This design comes from an exercise in tuning for small area on the open sky130 flow, not from production work. In this exercise RTL edits were held to simulation tests only and were not proved equivalent to the original. Power figures rest on the tool's default switching activity, not on a simulated workload.

## motion_top
module motion_top (
    input  logic                     clk,
    input  logic                     rst,
    input  logic                     wb_cyc,
    input  logic                     wb_stb,
    input  logic                     wb_we,
    input  motion_pkg::reg_adr_t     wb_adr,
    input  motion_pkg::word_t        wb_wdata,
    output motion_pkg::word_t        wb_rdata,
    output logic                     wb_ack,
    input  logic                     endstop,
    output logic [2-1:0]  mot_step,
    output logic [2-1:0]  mot_dir,
    output logic [2-1:0]  mot_enable,
    output logic                     irq
);
For scale: roughly 2,200 cells after synthesis, roughly 510 flip-flops, roughly 25,000 um^2 of cells after synthesis.
clock: 10.0 ns
lec_check: 0
cap_margin: 20
core_margin: 2
core_utilization: 40
slew_margin: 20
standard.sh (not shown) runs the stock make flow with config.mk's settings and CLKGATE_MAP_FILE= SYNTH_SCRIPT=/design/flow/synth_recipe.tcl, a recipe that flattens the netlist after the stock synthesis.
==> flow/flow/run.sh <==
#!/bin/bash
# Layout flow: the standard synthesis and ORFS steps, with smaller port
# buffers and a clock tree built from fewer, larger buffers without dummy loads.
set -euo pipefail

bash standard.sh synth > synth.log 2>&1

CTS="-sink_clustering_enable -repair_clock_nets -dont_use_dummy_load"
CTS="$CTS -buf_list {sky130_fd_sc_hd__clkbuf_8 sky130_fd_sc_hd__clkbuf_16}"
CTS="$CTS -sink_clustering_size 24 -sink_clustering_max_diameter 60"

bash standard.sh \
    "BUFFER_PORTS_ARGS=-buffer_cell sky130_fd_sc_hd__buf_1" \
    "CTS_ARGS=$CTS" \
    finish > layout.log 2>&1
The first run went through all stages and came out clean.
Then changed:
==> flow/run.sh (new file) <==
#!/bin/bash
# synth_recipe.tcl (not shown) runs the flow's synth.tcl, then flattens the netlist and writes it again
# the make line also repeats each setting of config.mk as NAME=value (left out here)
make -C /OpenROAD-flow-scripts/flow DESIGN_CONFIG=/design/flow/config.mk WORK_HOME=/design/flow/orfs CLKGATE_MAP_FILE= SYNTH_SCRIPT=/design/flow/synth_recipe.tcl finish
removed: flow/flow/run.sh
removed: flow/standard.sh
The new run went through all stages and came out clean; die area does not change; power is higher by 16%; count of clock-buffer cells in the layout goes up by 39; via count grows by 1.3%; first-iteration DRC count shrinks by 0.98%; non-clock buffer count grows by 2; worst setup slack stays flat; clock skew drops by 20 ps.

Another version of the RTL of motion_top (not shown whole).
Size: roughly 520 flip-flops, about 82 I/O pins, roughly 0.023 sq mm of cells after synthesis.
export LEC_CHECK = 0
export CAP_MARGIN = 0
export CORE_MARGIN = 2
export CORE_UTILIZATION = 60
export PLACE_DENSITY = 0.7
export SLEW_MARGIN = 0
create_clock -name core_clock -period 10.0 [get_ports {clk}]
==> flow/flow/run.sh <==
#!/bin/bash
# Layout flow: the standard synthesis, then the standard ORFS steps with
# one-cell (buf_1) port buffers and a clock tree of clkbuf_8 leaves without
# dummy loads. Each step's full output goes to a log file in this folder
# (and ORFS's own per-stage logs under orfs/logs).
set -euo pipefail

bash standard.sh synth > synth.log 2>&1

CTS="-sink_clustering_enable -repair_clock_nets -dont_use_dummy_load"
CTS="$CTS -buf_list {sky130_fd_sc_hd__clkbuf_8}"
CTS="$CTS -sink_clustering_size 16 -sink_clustering_max_diameter 50"

bash standard.sh \
    "BUFFER_PORTS_ARGS=-buffer_cell sky130_fd_sc_hd__buf_1" \
    "CTS_ARGS=$CTS" \
    finish > layout.log 2>&1
The starting point went through all stages and came out clean.
Next try:
Settings changed: ABC_AREA from default to 1.
Setup slack gains 0.14 ns.
Clock skew falls by 0.012 ns.
Count of clock-buffer cells in the layout falls by 1.
Wire length went down by 0.48%.
Utilization rose by 0.90 points.
Critical path depth goes up by 1.
Next try:
Settings changed: CORE_UTILIZATION 60 to 85, PLACE_DENSITY 0.7 to 0.92.
Effect: Non-clock buffer count is lower by 2; clock skew stays flat; utilization is higher by 25 points; critical path depth is higher by 16; design area is lower by 1.2%; final cell count is lower by 6.2%; total power barely changes; combinational power is higher by 11%.
Next try:
Settings changed: CORE_UTILIZATION 85 to 75, PLACE_DENSITY 0.92 to 0.85.
The changed run produced a clean layout. Power fell by 0.84%. Global-route usage fell by 10 points. Register-to-register slack improves by 0.26 ns. Die area rose by 13%. Area after synthesis is unchanged. Non-clock buffer count fell by 1. Worst setup slack improves by 0.26 ns. Final area rose by 0.45%.

## north
motion_top, a different RTL version from the one above (not shown whole).
Size in the first run: roughly 2,300 cells after synthesis, ~520 flip-flops, roughly 82 I/O pins.
Settings: LEC_CHECK=0, ABC_AREA=1, CAP_MARGIN=0, CORE_MARGIN=2, CORE_UTILIZATION=60, PLACE_DENSITY=0.7, SLEW_MARGIN=0; clock period 10.0 ns.
Scripts as last shown in full above: flow/flow/run.sh
Per the final summary, north finished and its layout is clean on timing, DRC and antenna.
Input changes introduced in south (baseline for comparison: north):
- CORE_UTILIZATION now 75, was 60
- PLACE_DENSITY now 0.85, was 0.7
[summary]
north has lower share of total power in combinational logic than south.
Delta (south minus north): number of signal-net buffers in the layout fell by 2.8%, number of diodes increased by 1 relative to the old numbers, die area fell 20%.
~same number of max-capacitance violations reported in south and north
Post-route cell area delta (south − north): favourable
On south: final cell count is about 4% lower than what north gave.

[static timing again, ports no longer ideal]
The flow's constraints put no driver on any port. The routed layouts listed below were extracted and timed again, unchanged, in two steps. Step 1 assumes that a clkbuf_16 drives the clock port and a buf_2 every other input. Step 2 also shifts input and output timing later by t, the mid clock arrival at the registers, as if the neighbouring blocks saw the same clock. Slacks: ideal ports / drivers / drivers and shift; pairs: ideal ports / drivers.
run | shift t [ns] | setup WS [ns] | hold slack, ns | worst setup path after step 2 | worst register clock-pin slew, ns
the first run of note 1 | 0.633 | 1.166 / 1.166 / 1.166 | 0.365 / 0.365 / 0.365 | register to register | 0.10 / 0.10
the second run of note 1 | 0.682 | 1.164 / 1.164 / 1.164 | 0.378 / 0.378 / 0.378 | register to register | 0.07 / 0.07
the first run of note 2 | 0.669 | 1.176 / 1.176 / 1.176 | 0.405 / 0.405 / 0.405 | register to register | 0.10 / 0.10
the second run of note 2 | 0.684 | 1.321 / 1.321 / 1.321 | 0.410 / 0.410 / 0.410 | register to register | 0.10 / 0.10
the third run of note 2 | 0.612 | 0.985 / 0.985 / 0.985 | 0.425 / 0.425 / 0.425 | register to register | 0.10 / 0.10
the fourth run of note 2 | 0.623 | 1.248 / 1.248 / 1.248 | 0.366 / 0.366 / 0.366 | register to register | 0.10 / 0.10
north | 0.666 | 1.086 / 1.086 / 1.086 | 0.402 / 0.402 / 0.402 | register to register | 0.10 / 0.10
south | 0.629 | 0.881 / 0.881 / 0.881 | 0.410 / 0.410 / 0.410 | register to register | 0.10 / 0.10
After both steps setup and hold are still met in every run listed.
